What follows belongs to an exercise in optimizing a design on an open flow for small area; a production flow would make more cautious choices.
Function was checked by simulation only, so behaviour that the tests miss may differ from the original.
No driver is modelled on the clock port, so clocking that relies on it looks cheaper here than on a real chip.
No activity file was given, so power comes from the tool's default toggle rates.

--- flow/config.mk ---
export PLATFORM = sky130hd
export DESIGN_NAME = mips_register_file
export DESIGN_NICKNAME = mips_register_file
export VERILOG_FILES = /design/flow/design.v
export SDC_FILE = /design/flow/constraint.sdc
export NUM_CORES = 4
export LEC_CHECK = 0
export CAP_MARGIN = 20
export CORE_MARGIN = 2
export CORE_UTILIZATION = 40
export SLEW_MARGIN = 20
export SYNTH_HIERARCHICAL = 1
export SYNTH_MINIMUM_KEEP_SIZE = 0
--- flow/constraint.sdc ---
create_clock -name core_clock -period 8.0 [get_ports {clk}]
set_input_delay 1.6000 -clock core_clock [delete_from_list [all_inputs] [get_ports {clk}]]
set_output_delay 1.6000 -clock core_clock [all_outputs]
set_load 0.01 [all_outputs]
--- flow/design.v ---
module rf_aoi222 (
    input  logic a0, b0, a1, b1, a2, b2,
    output logic y
);
    assign y = ~((a0 & b0) | (a1 & b1) | (a2 & b2));
endmodule
module rf_nor2 (
    input  logic a, b,
    output logic y
);
    assign y = ~(a | b);
endmodule
module rf_and3 (
    input  logic a, b, c,
    output logic y
);
    assign y = a & b & c;
endmodule
module mips_register_file #(
    parameter int DATA_WIDTH = 32,
    parameter int ADDR_WIDTH = 5
) (
    input  logic                  clk,
    input  logic                  rst_n,
    input  logic [ADDR_WIDTH-1:0] rs,
    input  logic [ADDR_WIDTH-1:0] rt,
    input  logic [ADDR_WIDTH-1:0] rd,
    input  logic                  regWrite,
    input  logic [DATA_WIDTH-1:0] writeData,
    output logic [DATA_WIDTH-1:0] readData1,
    output logic [DATA_WIDTH-1:0] readData2
);
    localparam int DEPTH = 2 ** ADDR_WIDTH;
    localparam int NGRP  = (DEPTH - 1) / 3;    
    logic [DATA_WIDTH-1:0] regs [1:DEPTH-1];
    logic [DEPTH-1:1]      valid;
    logic [DEPTH-1:1]      we;
    logic [DEPTH-1:1]      sel1;
    logic [DEPTH-1:1]      sel2;
    logic [7:0] wr_hi_n, rs_hi, rt_hi;
    logic [3:0] wr_lo_n, rs_lo, rt_lo;
    always_comb begin
        for (int h = 0; h < 8; h++) begin
            wr_hi_n[h] = !(regWrite && (rd[4:2] == 3'(h)));
            rs_hi[h]   = (rs[4:2] == 3'(h));
            rt_hi[h]   = (rt[4:2] == 3'(h));
        end
        for (int l = 0; l < 4; l++) begin
            wr_lo_n[l] = !(rd[1:0] == 2'(l));
            rs_lo[l]   = (rs[1:0] == 2'(l));
            rt_lo[l]   = (rt[1:0] == 2'(l));
        end
    end
    for (genvar i = 1; i < DEPTH; i++) begin : g_dec
        rf_nor2 u_we (.a(wr_hi_n[i/4]), .b(wr_lo_n[i%4]), .y(we[i]));
        rf_and3 u_s1 (.a(valid[i]), .b(rs_hi[i/4]), .c(rs_lo[i%4]), .y(sel1[i]));
        rf_and3 u_s2 (.a(valid[i]), .b(rt_hi[i/4]), .c(rt_lo[i%4]), .y(sel2[i]));
    end
    always_ff @(posedge clk or negedge rst_n) begin
        if (!rst_n) begin
            valid <= '0;
        end else begin
            valid <= valid | we;
        end
    end
    always_ff @(posedge clk) begin
        for (int i = 1; i < DEPTH; i++) begin
            if (we[i]) regs[i] <= writeData;
        end
    end
    logic [NGRP:0] n1 [DATA_WIDTH];
    logic [NGRP:0] n2 [DATA_WIDTH];
    for (genvar b = 0; b < DATA_WIDTH; b++) begin : g_bit
        for (genvar g = 0; g < NGRP; g++) begin : g_grp
            rf_aoi222 u_p1 (
                .a0(sel1[3*g+1]), .b0(regs[3*g+1][b]),
                .a1(sel1[3*g+2]), .b1(regs[3*g+2][b]),
                .a2(sel1[3*g+3]), .b2(regs[3*g+3][b]),
                .y (n1[b][g])
            );
            rf_aoi222 u_p2 (
                .a0(sel2[3*g+1]), .b0(regs[3*g+1][b]),
                .a1(sel2[3*g+2]), .b1(regs[3*g+2][b]),
                .a2(sel2[3*g+3]), .b2(regs[3*g+3][b]),
                .y (n2[b][g])
            );
        end
        assign n1[b][NGRP] = ~(sel1[DEPTH-1] & regs[DEPTH-1][b]);
        assign n2[b][NGRP] = ~(sel2[DEPTH-1] & regs[DEPTH-1][b]);
        assign readData1[b] = ~&n1[b];
        assign readData2[b] = ~&n2[b];
    end
endmodule
--- flow/flow/run.sh ---
#!/bin/bash
# The standard layout, with three changes: port buffers are the smallest buffer cell; clock
# tree synthesis uses clkbuf_8 buffers, clusters up to 18 sinks within 80 um and inserts no
# dummy loads; and after clock tree synthesis, combinational cells that placement-time repair
# sized up are sized back down wherever slews stay under 0.8 ns and setup slack over 1 ns.
set -euo pipefail
export BUFFER_PORTS_ARGS="-buffer_cell sky130_fd_sc_hd__buf_1"
export CTS_ARGS="-sink_clustering_enable -repair_clock_nets -sink_clustering_size 18 -sink_clustering_max_diameter 80 -buf_list sky130_fd_sc_hd__clkbuf_8 -dont_use_dummy_load"
bash standard.sh cts > standard_cts.log 2>&1
R=orfs/results/sky130hd/mips_register_file/base
cp $R/4_cts.odb $R/4_cts_before_downsize.odb
ODB=$R/4_cts_before_downsize.odb SDC=$R/4_cts.sdc OUT=$R/4_cts.odb SLEW_LIM=0.8 SETUP_LIM=1.0 \
  openroad -threads ${NUM_CORES:-4} -no_init -exit flow/downsize.tcl > downsize.log 2>&1
touch $R/4_cts.odb
bash standard.sh finish > standard.log 2>&1
--- flow/flow/downsize.tcl ---
# Downsize combinational cells whose output load is light, keeping slews and slack safe.
read_liberty $::env(FLOW_HOME)/platforms/sky130hd/lib/sky130_fd_sc_hd__tt_025C_1v80.lib
read_db $::env(ODB)
read_sdc $::env(SDC)
source $::env(FLOW_HOME)/platforms/sky130hd/setRC.tcl
estimate_parasitics -placement
set lib [lindex [get_libs *] 0]
proc area {} { return [sta::format_area [rsz::design_area] 0] }
puts "D: before area [area] slewv [sta::max_slew_violation_count] capv [sta::max_capacitance_violation_count] setup [worst_slack -max] hold [worst_slack -min]"
set n 0
foreach oi [[ord::get_db_block] getInsts] {
  set m [[$oi getMaster] getName]
  set inst [get_cells [$oi getName]]
  if {![regexp {^(sky130_fd_sc_hd__[a-z0-9]+)_([0-9]+)$} $m -> base sz]} continue
  if {$sz <= 1} continue
  if {[regexp {clkbuf|clkinv|df|edf|tap|fill|decap|conb|diode|dly} $base]} continue
  set cands {}
  foreach s {0 1 2 4} { if {$s < $sz && [llength [get_lib_cells -quiet */${base}_$s]]} { lappend cands ${base}_$s } }
  foreach c $cands {
    set name [$oi getName]
    replace_cell $name $c
    set ok 1
    foreach p [get_pins -of_objects $inst -filter "direction==output"] {
      set net [get_nets -of_objects $p]
      foreach q [concat $p [get_pins -of_objects $net -filter "direction==input"]] {
        foreach e {rise fall} { if {[get_property $q slew_max_$e] > $::env(SLEW_LIM)} { set ok 0 } }
      }
    }
    if {$ok && ([sta::max_slew_violation_count] > 0 || [sta::max_capacitance_violation_count] > 0 || [worst_slack -max] < $::env(SETUP_LIM))} { set ok 0 }
    if {$ok} { puts "D: $name $m -> $c"; incr n; break } else { replace_cell $name $m }
  }
}
puts "D: after area [area] slewv [sta::max_slew_violation_count] capv [sta::max_capacitance_violation_count] setup [worst_slack -max] hold [worst_slack -min] changed $n"
if {[info exists ::env(OUT)]} { write_db $::env(OUT) }
--- flow/standard.sh ---
#!/bin/bash
# synth_recipe.tcl (not shown) runs the flow's synth.tcl, then flattens the netlist and writes it again
# the make line also repeats each setting of config.mk as NAME=value (left out here)
make -C /OpenROAD-flow-scripts/flow DESIGN_CONFIG=/design/flow/config.mk WORK_HOME=/design/flow/orfs CLKGATE_MAP_FILE= SYNTH_SCRIPT=/design/flow/synth_recipe.tcl "${@:-finish}"
==> flow_metrics.tcl <==
set metrics [dict create \
    cts_sinks 1023 \
    worst_pin_slew_ns 1.219 \
    cts_resized 0 \
    synth_top_family_by_area "compound AO/OA/AOI/OAI gates" \
    synth_warnings 13 \
    finalSetupTns_ns 0 \
    postCtsSetupBuffers 0 \
    status "timing/DRC/antenna clean" \
    post-route-drc-count 0 \
    worstSetupPathType "primary input to output pin" \
    synth_top_flop_cell "edfxtp_1" \
    ant_nets 0 \
    grt_pass1_vias 27410 \
    start_util_pct 40.36 \
    grt_util_all_layers_pct 26.77 \
    synth_area_leader_cell "edfxtp_1" \
    ctsRootBufferMaster "clkbuf_8" \
    drive_gt1_share_pct 8.720 \
    grt_pass1_wl_um 196200 \
    cts_tree "done" \
    finalHoldViolCount 0 \
    vdd_drop_max_v 0.0001061 \
    num_io_pins 114 \
    area_growth_pct 8.671 \
    cp.required_ns 6.40 \
    synth-seq-cells 1023 \
    synthMuxAreaShare_pct 0 \
    synth_most_common_cell "edfxtp_1" \
    cts_hold_buffers 0 \
    ys_seq_area_share_pct 76.94 \
    drt_first_iter_violations 7289 \
    avgRoutedWirePerCell_um 39.33 \
    core_area_sq_um 98420 \
    stdcell_count 3618 \
    cts_made_buffers 67 \
    clkSlewWorstSetupHoldPaths_ns 0.11 \
    ys_top_cells_by_area "edfxtp_1 (75%), a222oi_1 (16%), nand4_1 (2.0%), dfrtp_1 (2.0%), a2111o_1 (1.8%)" \
    dieArea_sq_um 101900 \
    syn_area_sq_um 39730 \
    dieWidth_um 319.1 \
    syn_nets 2140 \
    hpwl_um 78040 \
    startpoint_type "primary input" \
    fin_crit_sh_pct 79.40 \
    via_count 27880 \
    grt_max_degree 34 \
    min_path_type "register to register" \
    synth_top_area_share_pct 74.99 \
    insertion_delay_ns 0.71 \
    syn-mean-instance-area_sq_um 19.01 \
    synth_edf_count 992 \
    synth_cell_types 18 \
    place_inst 3545 \
    routed_wl_um 142300 \
    place_congestion 0.8468 \
    period_needed_ns 6.352 \
    power_density_nw_per_um2 208.2 \
    h-tree-depth 3 \
    slew_headroom_pct 18.75 \
    io_buffers 113 \
    die_h_um 319.1 \
    synth_xor_area_share_pct 0 \
    critPathCaptureType "output pin" \
    async_flop_share_pct 3.030 \
    synthAdderAreaFrac_pct 0 \
    antenna_found_initial 10 \
    crit_path_cell_trace "buf_1, nor3b_1, and3_1, buf_1, a222oi_1, nand2_1, a2111o_1, buf_1" \
    fmax_mhz 157.4 \
    worst-path-max-fanout 17 \
    row_count 115 \
    syn_inst 2090 \
    grt_overflow 0 \
    cap_violations 0 \
    cts_buffer_depth 3 \
    setup_violations 0 \
    crit_top_cell "buf_1" \
    rsz0062_at_grt "no" \
    drt-vias-per-instance 7.706 \
    slew_viol_final 0 \
    p_leak_nw 13.33 \
    synth_common_cells "edfxtp_1 (992), a222oi_1 (640), nand4_1 (129)" \
    slowest_delay_ns 0.99 \
    critPathArrivalTime_ns 4.75 \
    clock_skew_ns 0 \
    finalNetCount 2380 \
    synth_compound_area_share_pct 17.94 \
    crit_slowest_cell "and3_1" \
    synth-simple-area-share_pct 4.998 \
    dr.pass1.iters 10 \
]
[cells by family after synthesis]
| family | count (synthesis) |
|---|---|
| compound gates | 704 |
| buf+inv | 6 |
| flops | 1023 |
| simple gates | 357 |
[path summary, 6_finish.rpt]
| kind | from | to | slack [ns] | depth (start not counted) |
|---|---|---|---|---|
| hold / removal | valid[9] | valid[9] | 0.50 | 1 |
| max in group asynchronous | rst_n | valid[11] | 6.50 | 1 |
| setup / recovery | rt[2] | readData2[6] | 1.65 | 8 |
| hold reg to reg | valid[9] | valid[9] | 0.50 | 1 |
| setup reg to reg | valid[13] | valid[13] | 7.25 | 1 |
| min in group asynchronous | rst_n | valid[30] | 0.98 | 1 |
[metrics by stage]
stage	hold slack (ns)	total power [mW]	util [%]	cell area, sq um	worst slack [ns]
2_1_floorplan	0.4437	6.396	-	39730	3.276
3_3_place_gp	0.4585	6.755	43.15	42470	2.026
3_5_place_dp	0.4648	6.774	43.16	42480	1.952
4_1_cts	0.4937	9.000	44.10	43400	1.942
5_1_grt	0.5190	9.210	43.86	43170	1.608
6_report	0.5040	8.986	43.86	43170	1.648
[sequential cells by signal (all words and copies together) (netlist names)]
signal	cells
regs	992
valid	31
[final cells by class]
cell class                 count  area, sq um
antenna                        3        7.507
clock buffer                  67        922.1
fill                        8588        55250
multi-input combinational   1061         9206
sequential                  1023        30560
tap                         1287         1610
timing repair buffer         177        859.6
[power breakdown]
group / internal (mW) / total, mW / switching [mW]
Clock: 0.760 / 2.33 / 1.57
Combinational: 0.170 / 0.637 / 0.467
Sequential: 5.97 / 6.02 / 0.0513
[Yosys stat by module, one instance, submodules excluded]
| module | cells | flip-flops and latches |
|---|---|---|
| rf_nor2 | 1 | 0 |
| rf_and3 | 1 | 0 |
| rf_aoi222 | 1 | 0 |
| mips_register_file | 1357 | 1023 |
[placed cells by master (no fill, tap or decap), types with 10 or more instances in the layout]
| cell type | instances |
|---|---|
| a2111o_1 | 64 |
| a222oi_1 | 640 |
| and3_2 | 57 |
| buf_1 | 105 |
| buf_2 | 41 |
| buf_4 | 18 |
| clkbuf_2 | 10 |
| clkbuf_8 | 67 |
| dfrtp_1 | 31 |
| edfxtp_1 | 992 |
| nand2_1 | 69 |
| nand4_1 | 129 |
| nor2_1 | 28 |
| or2_0 | 31 |
[critical path, delay by kind of cell]
kind / cells / cell delay, ns
AO/OA/AOI/OAI: 2 / 0.48
buffers and inverters: 3 / 1.10
AND/OR/NAND/NOR: 3 / 1.55
[routing by layer]
metal	vias up	routed length, um	global-route usage (%)	part of all wire (%)
met1	14110	49720	34.74	35
met5	-	55	0	0.039
met2	2509	65100	42.11	46
met4	8	6041	12.18	4.2
li1	10860	-	-	-
met3	398	21380	7.233	15

==> what the ideal ports hide <==
Ports are ideal in the flow. The routed layout listed here was re-timed in OpenROAD.
Step 1 (the two cells are an assumption about what drives the block):
set clk [get_ports {clk}]
set_driving_cell -lib_cell sky130_fd_sc_hd__clkbuf_16 $clk
set_driving_cell -lib_cell sky130_fd_sc_hd__buf_2 [delete_from_list [all_inputs] $clk]
Step 2, shift: input delay + t, output delay - t, t = (earliest + latest rising clock arrival at the registers) / 2. This alone moves slack from input paths to output paths.
a / b / c = ideal ports / drivers / drivers and shift; a / b = the first two.
t (ns): 0.776
slack for setup (ns): 1.648 / 1.619 / 1.619
hold WS [ns]: 0.504 / 0.504 / 0.504
worst setup path at the end: input to output
worst slew at a driven data input, ns: 0.14
After both steps setup and hold are still met in this run. The setup slack of this run moves by -0.029 ns with the drivers and by -0.029 ns with both steps.
